This is an optimization exercise on Yosys and OpenROAD, whose aim is a short achievable clock period and few clock cycles, not a production implementation.
No activity file was given, so power comes from the tool's default toggle rates.

==> trial 82 <==
==> flow/design.v (excerpt) <==
module mips_core (
  input  wire logic        CLK,
  input  wire logic        nRST,
  input  wire logic        ihit,
  input  wire logic        dhit,
  input  wire logic [31:0] imem_load,
  input  wire logic [31:0] dmem_load,
  output logic      [31:0] imem_addr,
  output logic             imem_ren,
  output logic      [31:0] dmem_addr,
  output logic      [31:0] dmem_store,
  output logic             dmem_ren,
  output logic             dmem_wen,
  output logic             halt
);
==> flow/config.mk <==
export PLATFORM = sky130hd
export DESIGN_NAME = mips_core
export DESIGN_NICKNAME = mips_core
export VERILOG_FILES = /design/flow/design.v
export SDC_FILE = /design/flow/constraint.sdc
export NUM_CORES = 4
export LEC_CHECK = 0
export CAP_MARGIN = 20
export CORE_MARGIN = 2
export CORE_UTILIZATION = 25
export PLACE_DENSITY = 0.35
export SLEW_MARGIN = 20
==> flow/constraint.sdc <==
create_clock -name core_clock -period 10.0 [get_ports {CLK}]
set_input_delay 2.0000 -clock core_clock [delete_from_list [all_inputs] [get_ports {CLK}]]
set_output_delay 2.0000 -clock core_clock [all_outputs]
set_load 0.01 [all_outputs]
standard.sh (not shown) runs the stock make flow with config.mk's settings and CLKGATE_MAP_FILE= SYNTH_SCRIPT=/design/flow/synth_recipe.tcl, a recipe that flattens the netlist after the stock synthesis.
==> flow/flow/run.sh <==
#!/bin/bash
# The standard layout, with repair_timing aiming for a larger setup margin.
set -euo pipefail
bash standard.sh SETUP_SLACK_MARGIN=6.5 finish > make_finish.log 2>&1
==> build 18 (differences from trial 82) <==
--- a/flow/design.v
+++ b/flow/design.v
@@ -116,48 +116,10 @@
     regbits_t dest;
   } mem_wb_t;
 endpackage
 `default_nettype wire
 `default_nettype none
-module ks_add #(
-  parameter int W = 32
-) (
-  input  wire logic [W-1:0] a,
-  input  wire logic [W-1:0] b,
-  input  wire logic         cin,
-  output logic      [W-1:0] sum,
-  output logic              cout
-);
-  localparam int L = $clog2(W + 1);
-  logic [W:0] g [0:L];
-  logic [W:0] p [0:L];
-  always_comb begin
-    g[0][0] = cin;
-    p[0][0] = 1'b0;
-    for (int i = 0; i < W; i++) begin
-      g[0][i+1] = a[i] & b[i];
-      p[0][i+1] = a[i] ^ b[i];
-    end
-    for (int l = 0; l < L; l++) begin
-      for (int i = 0; i <= W; i++) begin
-        if (i >= (1 << l)) begin
-          g[l+1][i] = g[l][i] | (p[l][i] & g[l][i - (1 << l)]);
-          p[l+1][i] = p[l][i] & p[l][i - (1 << l)];
-        end else begin
-          g[l+1][i] = g[l][i];
-          p[l+1][i] = p[l][i];
-        end
-      end
-    end
-    for (int i = 0; i < W; i++) begin
-      sum[i] = p[0][i+1] ^ g[L][i];
-    end
-    cout = g[L][W];
-  end
-endmodule
-`default_nettype wire
-`default_nettype none
 module datapath (
   input  wire logic        CLK,
   input  wire logic        nRST,
   input  wire logic        ihit,
   input  wire logic        dhit,
@@ -171,16 +133,14 @@
   output logic             dmem_wen,
   output logic             halt
 );
   logic [31:0] pc, f_pc_q;
   logic        ifail_q, dfail_q, halt_q, iren_q;
-  logic        d_valid, d_pt, d_jp;
-  logic [31:0] ras;
+  logic        d_valid, d_pt;
   logic [31:0] d_instr, d_pc, d_alt, d_rsv, d_rtv;
   logic        e_valid, e_wr, e_ren, e_wen, e_halt, e_isbr, e_bne, e_pt;
-  logic        e_isjr, e_jp, e_addi, e_lui;
-  logic [31:0] e_negimm;
+  logic        e_isjr;
   logic        e_fa_m, e_fb_m;
   logic        e_useimm, e_sub, e_fbx_m, e_jr_or;
   logic        r_add, r_and, r_or, r_xor, r_nor, r_slt, r_sltu, r_sll, r_srl, r_const;
   logic [4:0]  e_dest, e_sh;
   logic [31:0] e_rs, e_rt, e_bx, e_const, e_alt, e_pc;
@@ -192,58 +152,43 @@
   logic [31:0] w_res, w_pc;
   logic        x_wr;
   logic [4:0]  x_dest;
   logic [31:0] x_res;
   logic [31:0] regs [1:31];
-  logic [5:0]  d_op, d_fn;
-  logic [4:0]  d_rs, d_rt, d_rd, d_dest;
-  logic [15:0] d_imm16;
   logic [31:0] pc4, f_jt, f_bt, f_tgt, f_alt;
   logic [5:0]  f_op;
-  logic        f_isj, f_pt, f_redir, f_jp;
+  logic        f_isj, f_pt, f_redir;
   assign pc4   = pc + 32'd4;
   assign f_op  = imem_load[31:26];
   assign f_isj = (f_op == 6'h02) || (f_op == 6'h03);
   assign f_pt  = ((f_op == 6'h04) && imem_load[15]) || (f_op == 6'h05);
-  logic        kc_ok, f_jrk;
-  logic [31:0] kc_val;
-  assign kc_ok  = d_valid && (d_op == 6'h0d) && (d_rs == d_rt) && e_wr && e_lui &&
-                  (e_dest == d_rt);
-  assign kc_val = e_const | {16'h0000, d_imm16};
-  assign f_jrk  = (f_op == 6'h00) && (imem_load[5:0] == 6'h08) && kc_ok &&
-                  (imem_load[25:21] == d_rt);
-  assign f_jp   = (f_op == 6'h00) && (imem_load[5:0] == 6'h08) &&
-                  ((imem_load[25:21] == 5'd31) || f_jrk);
-  assign f_redir = f_isj || f_pt || f_jp;
+  assign f_redir = f_isj || f_pt;
   assign f_jt  = {pc4[31:28], imem_load[25:0], 2'b00};
   logic [16:0] f_lo;
   logic [13:0] hi_m1, hi_p1;
-  ks_add #(.W(16)) u_flo (
-    .a    (pc4[17:2]),
-    .b    (imem_load[15:0]),
-    .cin  (1'b0),
-    .sum  (f_lo[15:0]),
-    .cout (f_lo[16])
-  );
+  assign f_lo  = {1'b0, pc4[17:2]} + {1'b0, imem_load[15:0]};
   assign hi_m1 = pc4[31:18] - 14'd1;
   assign hi_p1 = pc4[31:18] + 14'd1;
   always_comb begin
     case ({f_lo[16], imem_load[15]})
       2'b10:   f_bt[31:18] = hi_p1;
       2'b01:   f_bt[31:18] = hi_m1;
       default: f_bt[31:18] = pc4[31:18];
     endcase
     f_bt[17:0] = {f_lo[15:0], 2'b00};
   end
-  assign f_tgt = f_jrk ? kc_val : (f_jp ? ras : (f_isj ? f_jt : f_bt));
-  assign f_alt = f_jrk ? kc_val : (f_jp ? ras : (f_pt ? pc4 : f_bt));
+  assign f_tgt = f_isj ? f_jt : f_bt;
+  assign f_alt = f_pt ? pc4 : f_bt;
   logic [4:0]  f_rs, f_rt;
   logic [31:0] f_rsv, f_rtv;
   assign f_rs  = imem_load[25:21];
   assign f_rt  = imem_load[20:16];
   assign f_rsv = (f_rs == 5'd0) ? 32'd0 : regs[f_rs];
   assign f_rtv = (f_rt == 5'd0) ? 32'd0 : regs[f_rt];
+  logic [5:0]  d_op, d_fn;
+  logic [4:0]  d_rs, d_rt, d_rd, d_dest;
+  logic [15:0] d_imm16;
   logic        d_rtype, d_ralu, d_ishift, d_isjr, d_iimm, d_lw, d_sw, d_br, d_jal, d_halt;
   logic        d_use_rs, d_use_rt, d_wr;
   logic [31:0] d_imm, rf_rs, rf_rt;
   logic        bm_rs, bw_rs, bx_rs, bm_rt, bw_rt, bx_rt;
   logic        e_rs_hz, e_rt_hz, ml_rs, ml_rt;
@@ -301,34 +246,23 @@
                      ((d_use_rs && d_rs == e_dest) || (d_use_rt && d_rt == e_dest));
   assign fa_m = e_rs_hz;
   assign fb_m = e_rt_hz;
   logic        d_jr_go, d_br_go, d_eq, d_taken, d_mis;
   logic [31:0] d_tgt;
-  assign d_jr_go = d_valid && d_isjr && !ld_hazard && !ml_rs && !(e_rs_hz && (!e_jr_or || d_jp));
+  assign d_jr_go = d_valid && d_isjr && !ld_hazard && !ml_rs && !(e_rs_hz && !e_jr_or);
   assign d_br_go = d_valid && d_br && !ld_hazard && !e_rs_hz && !e_rt_hz && !ml_rs && !ml_rt;
   assign d_eq    = (rf_rs == rf_rt);
   assign d_taken = (d_op == 6'h05) ? !d_eq : d_eq;
-  logic d_loop, d_leq;
-  assign d_loop  = d_valid && d_br && (d_rt == 5'd0) && e_rs_hz && e_addi && !ld_hazard;
-  assign d_leq   = (fwd_rs == e_negimm);
-  assign d_mis   = (d_br_go && (d_taken != d_pt)) ||
-                   (d_loop && (((d_op == 6'h05) ? !d_leq : d_leq) != d_pt)) ||
-                   (d_jr_go && !(d_jp && (rf_rs == d_alt)));
+  assign d_mis   = d_br_go && (d_taken != d_pt);
   logic [31:0] fwd_rs, fwd_rt, alu_b, b_eff, sum, res;
   logic        cout, eq, taken, e_redir, lt_s, lt_u;
   logic [31:0] e_tgt;
   assign fwd_rs = e_fa_m ? m_res : e_rs;
   assign fwd_rt = e_fb_m ? m_res : e_rt;
   assign b_eff  = e_fbx_m ? (m_res ^ {32{e_sub}}) : e_bx;
   assign alu_b  = b_eff;
-  ks_add #(.W(32)) u_add (
-    .a    (fwd_rs),
-    .b    (b_eff),
-    .cin  (e_sub),
-    .sum  (sum),
-    .cout (cout)
-  );
+  assign {cout, sum} = {1'b0, fwd_rs} + {1'b0, b_eff} + {32'd0, e_sub};
   assign lt_u = !cout;
   logic r_sub_w;
   assign r_sub_w = e_sub && !r_slt && !r_sltu;
   assign lt_s = (fwd_rs[31] == b_eff[31]) ? fwd_rs[31] : sum[31];
   always_comb begin
@@ -353,17 +287,17 @@
     else        eq = e_fb_m ? eq_rm : eq_rr;
   end
   assign taken = e_bne ? !eq : eq;
   logic [31:0] e_orc;
   assign e_orc = r_const ? e_const : (fwd_rs | b_eff);
-  assign e_redir = e_valid && ((e_isbr && (taken != e_pt)) || (e_isjr && !(e_jp && fwd_rs == e_alt)));
+  assign e_redir = e_valid && ((e_isbr && (taken != e_pt)) || e_isjr);
   assign e_tgt   = e_isjr ? fwd_rs : e_alt;
   logic fail;
   assign fail = (m_ren || m_wen) && !dhit;
   logic halting, f_take, d_redir;
   assign halting = (d_valid && d_halt) || (e_valid && e_halt) || halt_q;
-  assign d_redir = d_mis && !e_redir && !dfail_q;
+  assign d_redir = (d_jr_go || d_mis) && !e_redir && !dfail_q;
   assign f_take  = !halting && !e_redir && !dfail_q && !ifail_q && !d_redir && !ld_hazard;
   logic [31:0] pc_next, early_tgt, late_tgt;
   logic        early_sel;
   assign early_sel = dfail_q || e_redir || ifail_q || d_redir;
   always_comb begin
@@ -410,41 +344,34 @@
       e_valid <= e_load_d;
       e_wr    <= e_load_d && d_wr;
       e_ren   <= e_load_d && d_lw;
       e_wen   <= e_load_d && d_sw;
       e_halt  <= e_load_d && d_halt;
-      e_isbr  <= e_load_d && d_br && !d_br_go && !d_loop;
+      e_isbr  <= e_load_d && d_br && !d_br_go;
       e_isjr  <= e_load_d && d_isjr && !d_jr_go;
       m_wr    <= e_wr && !fail;
       m_ren   <= e_ren && !fail;
       m_wen   <= e_wen && !fail;
       w_wr    <= m_wr && !fail;
       x_wr    <= w_wr;
     end
   end
   always_ff @(posedge CLK) begin
     f_pc_q <= pc;
-    if (f_take && ihit && f_op == 6'h03)
-      ras <= pc4;
     if (!d_hold) begin
       d_instr <= imem_load;
       d_pc    <= pc;
       d_pt    <= f_pt;
-      d_jp    <= f_jp;
       d_alt   <= f_alt;
       d_rsv   <= f_rsv;
       d_rtv   <= f_rtv;
     end else begin
       d_rsv   <= rf_rs;
       d_rtv   <= rf_rt;
     end
     e_bne    <= (d_op == 6'h05);
     e_pt     <= d_pt;
-    e_jp     <= d_jp;
-    e_addi   <= (d_op == 6'h09);
-    e_lui    <= (d_op == 6'h0f);
-    e_negimm <= 32'd0 - d_imm;
     e_alt    <= d_alt;
     e_pc     <= d_pc;
     e_dest   <= d_dest;
     e_sh     <= d_instr[10:6];
     e_rs     <= ml_rs ? dmem_load : rf_rs;
==> trial 6 (differences from trial 82) <==
--- a/flow/design.v
+++ b/flow/design.v
@@ -116,48 +116,10 @@
     regbits_t dest;
   } mem_wb_t;
 endpackage
 `default_nettype wire
 `default_nettype none
-module ks_add #(
-  parameter int W = 32
-) (
-  input  wire logic [W-1:0] a,
-  input  wire logic [W-1:0] b,
-  input  wire logic         cin,
-  output logic      [W-1:0] sum,
-  output logic              cout
-);
-  localparam int L = $clog2(W + 1);
-  logic [W:0] g [0:L];
-  logic [W:0] p [0:L];
-  always_comb begin
-    g[0][0] = cin;
-    p[0][0] = 1'b0;
-    for (int i = 0; i < W; i++) begin
-      g[0][i+1] = a[i] & b[i];
-      p[0][i+1] = a[i] ^ b[i];
-    end
-    for (int l = 0; l < L; l++) begin
-      for (int i = 0; i <= W; i++) begin
-        if (i >= (1 << l)) begin
-          g[l+1][i] = g[l][i] | (p[l][i] & g[l][i - (1 << l)]);
-          p[l+1][i] = p[l][i] & p[l][i - (1 << l)];
-        end else begin
-          g[l+1][i] = g[l][i];
-          p[l+1][i] = p[l][i];
-        end
-      end
-    end
-    for (int i = 0; i < W; i++) begin
-      sum[i] = p[0][i+1] ^ g[L][i];
-    end
-    cout = g[L][W];
-  end
-endmodule
-`default_nettype wire
-`default_nettype none
 module datapath (
   input  wire logic        CLK,
   input  wire logic        nRST,
   input  wire logic        ihit,
   input  wire logic        dhit,
@@ -171,16 +133,14 @@
   output logic             dmem_wen,
   output logic             halt
 );
   logic [31:0] pc, f_pc_q;
   logic        ifail_q, dfail_q, halt_q, iren_q;
-  logic        d_valid, d_pt, d_jp;
-  logic [31:0] ras;
+  logic        d_valid, d_pt;
   logic [31:0] d_instr, d_pc, d_alt, d_rsv, d_rtv;
   logic        e_valid, e_wr, e_ren, e_wen, e_halt, e_isbr, e_bne, e_pt;
-  logic        e_isjr, e_jp, e_addi, e_lui;
-  logic [31:0] e_negimm;
+  logic        e_isjr;
   logic        e_fa_m, e_fb_m;
   logic        e_useimm, e_sub, e_fbx_m, e_jr_or;
   logic        r_add, r_and, r_or, r_xor, r_nor, r_slt, r_sltu, r_sll, r_srl, r_const;
   logic [4:0]  e_dest, e_sh;
   logic [31:0] e_rs, e_rt, e_bx, e_const, e_alt, e_pc;
@@ -192,58 +152,43 @@
   logic [31:0] w_res, w_pc;
   logic        x_wr;
   logic [4:0]  x_dest;
   logic [31:0] x_res;
   logic [31:0] regs [1:31];
-  logic [5:0]  d_op, d_fn;
-  logic [4:0]  d_rs, d_rt, d_rd, d_dest;
-  logic [15:0] d_imm16;
   logic [31:0] pc4, f_jt, f_bt, f_tgt, f_alt;
   logic [5:0]  f_op;
-  logic        f_isj, f_pt, f_redir, f_jp;
+  logic        f_isj, f_pt, f_redir;
   assign pc4   = pc + 32'd4;
   assign f_op  = imem_load[31:26];
   assign f_isj = (f_op == 6'h02) || (f_op == 6'h03);
   assign f_pt  = ((f_op == 6'h04) && imem_load[15]) || (f_op == 6'h05);
-  logic        kc_ok, f_jrk;
-  logic [31:0] kc_val;
-  assign kc_ok  = d_valid && (d_op == 6'h0d) && (d_rs == d_rt) && e_wr && e_lui &&
-                  (e_dest == d_rt);
-  assign kc_val = e_const | {16'h0000, d_imm16};
-  assign f_jrk  = (f_op == 6'h00) && (imem_load[5:0] == 6'h08) && kc_ok &&
-                  (imem_load[25:21] == d_rt);
-  assign f_jp   = (f_op == 6'h00) && (imem_load[5:0] == 6'h08) &&
-                  ((imem_load[25:21] == 5'd31) || f_jrk);
-  assign f_redir = f_isj || f_pt || f_jp;
+  assign f_redir = f_isj || f_pt;
   assign f_jt  = {pc4[31:28], imem_load[25:0], 2'b00};
   logic [16:0] f_lo;
   logic [13:0] hi_m1, hi_p1;
-  ks_add #(.W(16)) u_flo (
-    .a    (pc4[17:2]),
-    .b    (imem_load[15:0]),
-    .cin  (1'b0),
-    .sum  (f_lo[15:0]),
-    .cout (f_lo[16])
-  );
+  assign f_lo  = {1'b0, pc4[17:2]} + {1'b0, imem_load[15:0]};
   assign hi_m1 = pc4[31:18] - 14'd1;
   assign hi_p1 = pc4[31:18] + 14'd1;
   always_comb begin
     case ({f_lo[16], imem_load[15]})
       2'b10:   f_bt[31:18] = hi_p1;
       2'b01:   f_bt[31:18] = hi_m1;
       default: f_bt[31:18] = pc4[31:18];
     endcase
     f_bt[17:0] = {f_lo[15:0], 2'b00};
   end
-  assign f_tgt = f_jrk ? kc_val : (f_jp ? ras : (f_isj ? f_jt : f_bt));
-  assign f_alt = f_jrk ? kc_val : (f_jp ? ras : (f_pt ? pc4 : f_bt));
+  assign f_tgt = f_isj ? f_jt : f_bt;
+  assign f_alt = f_pt ? pc4 : f_bt;
   logic [4:0]  f_rs, f_rt;
   logic [31:0] f_rsv, f_rtv;
   assign f_rs  = imem_load[25:21];
   assign f_rt  = imem_load[20:16];
   assign f_rsv = (f_rs == 5'd0) ? 32'd0 : regs[f_rs];
   assign f_rtv = (f_rt == 5'd0) ? 32'd0 : regs[f_rt];
+  logic [5:0]  d_op, d_fn;
+  logic [4:0]  d_rs, d_rt, d_rd, d_dest;
+  logic [15:0] d_imm16;
   logic        d_rtype, d_ralu, d_ishift, d_isjr, d_iimm, d_lw, d_sw, d_br, d_jal, d_halt;
   logic        d_use_rs, d_use_rt, d_wr;
   logic [31:0] d_imm, rf_rs, rf_rt;
   logic        bm_rs, bw_rs, bx_rs, bm_rt, bw_rt, bx_rt;
   logic        e_rs_hz, e_rt_hz, ml_rs, ml_rt;
@@ -301,34 +246,23 @@
                      ((d_use_rs && d_rs == e_dest) || (d_use_rt && d_rt == e_dest));
   assign fa_m = e_rs_hz;
   assign fb_m = e_rt_hz;
   logic        d_jr_go, d_br_go, d_eq, d_taken, d_mis;
   logic [31:0] d_tgt;
-  assign d_jr_go = d_valid && d_isjr && !ld_hazard && !ml_rs && !(e_rs_hz && (!e_jr_or || d_jp));
+  assign d_jr_go = d_valid && d_isjr && !ld_hazard && !ml_rs && !(e_rs_hz && !e_jr_or);
   assign d_br_go = d_valid && d_br && !ld_hazard && !e_rs_hz && !e_rt_hz && !ml_rs && !ml_rt;
   assign d_eq    = (rf_rs == rf_rt);
   assign d_taken = (d_op == 6'h05) ? !d_eq : d_eq;
-  logic d_loop, d_leq;
-  assign d_loop  = d_valid && d_br && (d_rt == 5'd0) && e_rs_hz && e_addi && !ld_hazard;
-  assign d_leq   = (fwd_rs == e_negimm);
-  assign d_mis   = (d_br_go && (d_taken != d_pt)) ||
-                   (d_loop && (((d_op == 6'h05) ? !d_leq : d_leq) != d_pt)) ||
-                   (d_jr_go && !(d_jp && (rf_rs == d_alt)));
+  assign d_mis   = d_br_go && (d_taken != d_pt);
   logic [31:0] fwd_rs, fwd_rt, alu_b, b_eff, sum, res;
   logic        cout, eq, taken, e_redir, lt_s, lt_u;
   logic [31:0] e_tgt;
   assign fwd_rs = e_fa_m ? m_res : e_rs;
   assign fwd_rt = e_fb_m ? m_res : e_rt;
   assign b_eff  = e_fbx_m ? (m_res ^ {32{e_sub}}) : e_bx;
   assign alu_b  = b_eff;
-  ks_add #(.W(32)) u_add (
-    .a    (fwd_rs),
-    .b    (b_eff),
-    .cin  (e_sub),
-    .sum  (sum),
-    .cout (cout)
-  );
+  assign {cout, sum} = {1'b0, fwd_rs} + {1'b0, b_eff} + {32'd0, e_sub};
   assign lt_u = !cout;
   logic r_sub_w;
   assign r_sub_w = e_sub && !r_slt && !r_sltu;
   assign lt_s = (fwd_rs[31] == b_eff[31]) ? fwd_rs[31] : sum[31];
   always_comb begin
@@ -353,17 +287,17 @@
     else        eq = e_fb_m ? eq_rm : eq_rr;
   end
   assign taken = e_bne ? !eq : eq;
   logic [31:0] e_orc;
   assign e_orc = r_const ? e_const : (fwd_rs | b_eff);
-  assign e_redir = e_valid && ((e_isbr && (taken != e_pt)) || (e_isjr && !(e_jp && fwd_rs == e_alt)));
+  assign e_redir = e_valid && ((e_isbr && (taken != e_pt)) || e_isjr);
   assign e_tgt   = e_isjr ? fwd_rs : e_alt;
   logic fail;
   assign fail = (m_ren || m_wen) && !dhit;
   logic halting, f_take, d_redir;
   assign halting = (d_valid && d_halt) || (e_valid && e_halt) || halt_q;
-  assign d_redir = d_mis && !e_redir && !dfail_q;
+  assign d_redir = (d_jr_go || d_mis) && !e_redir && !dfail_q;
   assign f_take  = !halting && !e_redir && !dfail_q && !ifail_q && !d_redir && !ld_hazard;
   logic [31:0] pc_next, early_tgt, late_tgt;
   logic        early_sel;
   assign early_sel = dfail_q || e_redir || ifail_q || d_redir;
   always_comb begin
@@ -410,41 +344,34 @@
       e_valid <= e_load_d;
       e_wr    <= e_load_d && d_wr;
       e_ren   <= e_load_d && d_lw;
       e_wen   <= e_load_d && d_sw;
       e_halt  <= e_load_d && d_halt;
-      e_isbr  <= e_load_d && d_br && !d_br_go && !d_loop;
+      e_isbr  <= e_load_d && d_br && !d_br_go;
       e_isjr  <= e_load_d && d_isjr && !d_jr_go;
       m_wr    <= e_wr && !fail;
       m_ren   <= e_ren && !fail;
       m_wen   <= e_wen && !fail;
       w_wr    <= m_wr && !fail;
       x_wr    <= w_wr;
     end
   end
   always_ff @(posedge CLK) begin
     f_pc_q <= pc;
-    if (f_take && ihit && f_op == 6'h03)
-      ras <= pc4;
     if (!d_hold) begin
       d_instr <= imem_load;
       d_pc    <= pc;
       d_pt    <= f_pt;
-      d_jp    <= f_jp;
       d_alt   <= f_alt;
       d_rsv   <= f_rsv;
       d_rtv   <= f_rtv;
     end else begin
       d_rsv   <= rf_rs;
       d_rtv   <= rf_rt;
     end
     e_bne    <= (d_op == 6'h05);
     e_pt     <= d_pt;
-    e_jp     <= d_jp;
-    e_addi   <= (d_op == 6'h09);
-    e_lui    <= (d_op == 6'h0f);
-    e_negimm <= 32'd0 - d_imm;
     e_alt    <= d_alt;
     e_pc     <= d_pc;
     e_dest   <= d_dest;
     e_sh     <= d_instr[10:6];
     e_rs     <= ml_rs ? dmem_load : rf_rs;
==> flow/run.sh (new file) <==
#!/bin/bash
# synth_recipe.tcl (not shown) runs the flow's synth.tcl, then flattens the netlist and writes it again
# the make line also repeats each setting of config.mk as NAME=value (left out here)
make -C /OpenROAD-flow-scripts/flow DESIGN_CONFIG=/design/flow/config.mk WORK_HOME=/design/flow/orfs CLKGATE_MAP_FILE= SYNTH_SCRIPT=/design/flow/synth_recipe.tcl finish
Settings changed: SETUP_SLACK_MARGIN set to 5.
removed: flow/flow/run.sh
removed: flow/standard.sh
==> notes <==
- Of trial 6 and trial 82, trial 82 has the higher non-clock buffer count (gap 771).
- Final cell count: trial 6 < build 18 < trial 82.
- Clock skew, highest first: trial 82, build 18, trial 6.
- The highest global-route usage belongs to trial 82, the lowest to trial 6.
- Wire length: trial 6 < build 18 < trial 82.
- Critical path depth: trial 82 < trial 6 < build 18.
- Against trial 6, the area after synthesis of trial 82 is higher by about 7%.
- Against build 18, the worst hold slack of trial 6 is higher by 23 ps.
- Between build 18 and trial 6, the lower sequential power is in build 18 (gap about 1%, measured against trial 6).
- Core utilization: trial 82 > build 18 > trial 6.
==> figures <==
Flop+latch power: build 18 7.81 mW; trial 82 8.33 mW; trial 6 7.92 mW
Synthesized cell area: build 18 0.0831 mm^2; trial 82 0.0889 mm^2; trial 6 0.0831 mm^2
Final weighted congestion of routability-driven global placement: build 18 0.929; trial 82 0.938; trial 6 0.910
Critical path destination: build 18 u_datapath.d_alt[28]$_DFFE_PN_; trial 82 u_datapath.d_alt[31]$_DFFE_PN_; trial 6 u_datapath.d_alt[28]$_DFFE_PN_
Placeable core region: build 18 0.331 mm^2; trial 82 0.353 mm^2; trial 6 0.331 mm^2
Routed length per placed instance: build 18 40.0 um; trial 82 41.8 um; trial 6 39.5 um
Total power divided by cell area: build 18 174 mW/mm^2; trial 82 179 mW/mm^2; trial 6 191 mW/mm^2
Number of placed cells counting well taps: build 18 11.8k; trial 82 13.0k; trial 6 11.8k
Nets in the synthesized netlist: build 18 7,807; trial 82 8,669; trial 6 7,807
Tcrit/Tclk final: build 18 57.5%; trial 82 57.2%; trial 6 57.6%
Post-synthesis area per instance: build 18 10.9 um^2; trial 82 10.5 um^2; trial 6 10.9 um^2
Portion of the post-synthesis area used by sequential elements: build 18 47.4%; trial 82 46.2%; trial 6 47.4%
Final core utilization: build 18 33.5%; trial 82 33.7%; trial 6 30.1%
Number of clock buffers inserted by TritonCTS: build 18 207; trial 82 216; trial 6 210
Global routing usage summed across all routing layers: build 18 28.9%; trial 82 31.1%; trial 6 27.6%
Run status: build 18 finished clean; trial 82 finished clean; trial 6 finished clean
Leak Pwr: build 18 47.4 nW; trial 82 50.2 nW; trial 6 42.5 nW
Mux share of post-synthesis cell area: build 18 19.2%; trial 82 16.9%; trial 6 19.2%
Via count of the first global-routing pass: build 18 72.8k; trial 82 80.4k; trial 6 69.7k
Met2 Track Usage GR: build 18 45.7%; trial 82 44.1%; trial 6 44.1%
Die outline height: build 18 580 um; trial 82 600 um; trial 6 580 um
No functional check of the RTL was part of any run of this note.

what the ideal ports hide:
Ports are ideal in the flow. The routed layouts listed here were re-timed in OpenROAD.
Step 1 assumes that a clkbuf_16 drives the clock port and a buf_2 every other input.
Step 2, shift: input delay + t, output delay - t, t = (earliest + latest rising clock arrival at the registers) / 2. This alone moves slack from input paths to output paths.
Three values: ideal ports, drivers, drivers and shift; two values: the first two.
| run | t, ns | setup WS [ns] | worst register clock-pin slew, ns |
|---|---|---|---|
| trial 82 | 1.030 | 4.284 / 4.334 / 3.304 | 0.07 / 0.07 |
| build 18 | 0.998 | 4.250 / 4.316 / 3.318 | 0.07 / 0.07 |
| trial 6 | 1.004 | 4.240 / 4.306 / 3.302 | 0.07 / 0.07 |
After both steps setup and hold are still met in every run listed. For trial 82, which loses most, drivers alone change the setup slack by +0.050 ns; drivers and shift together by -0.980 ns.
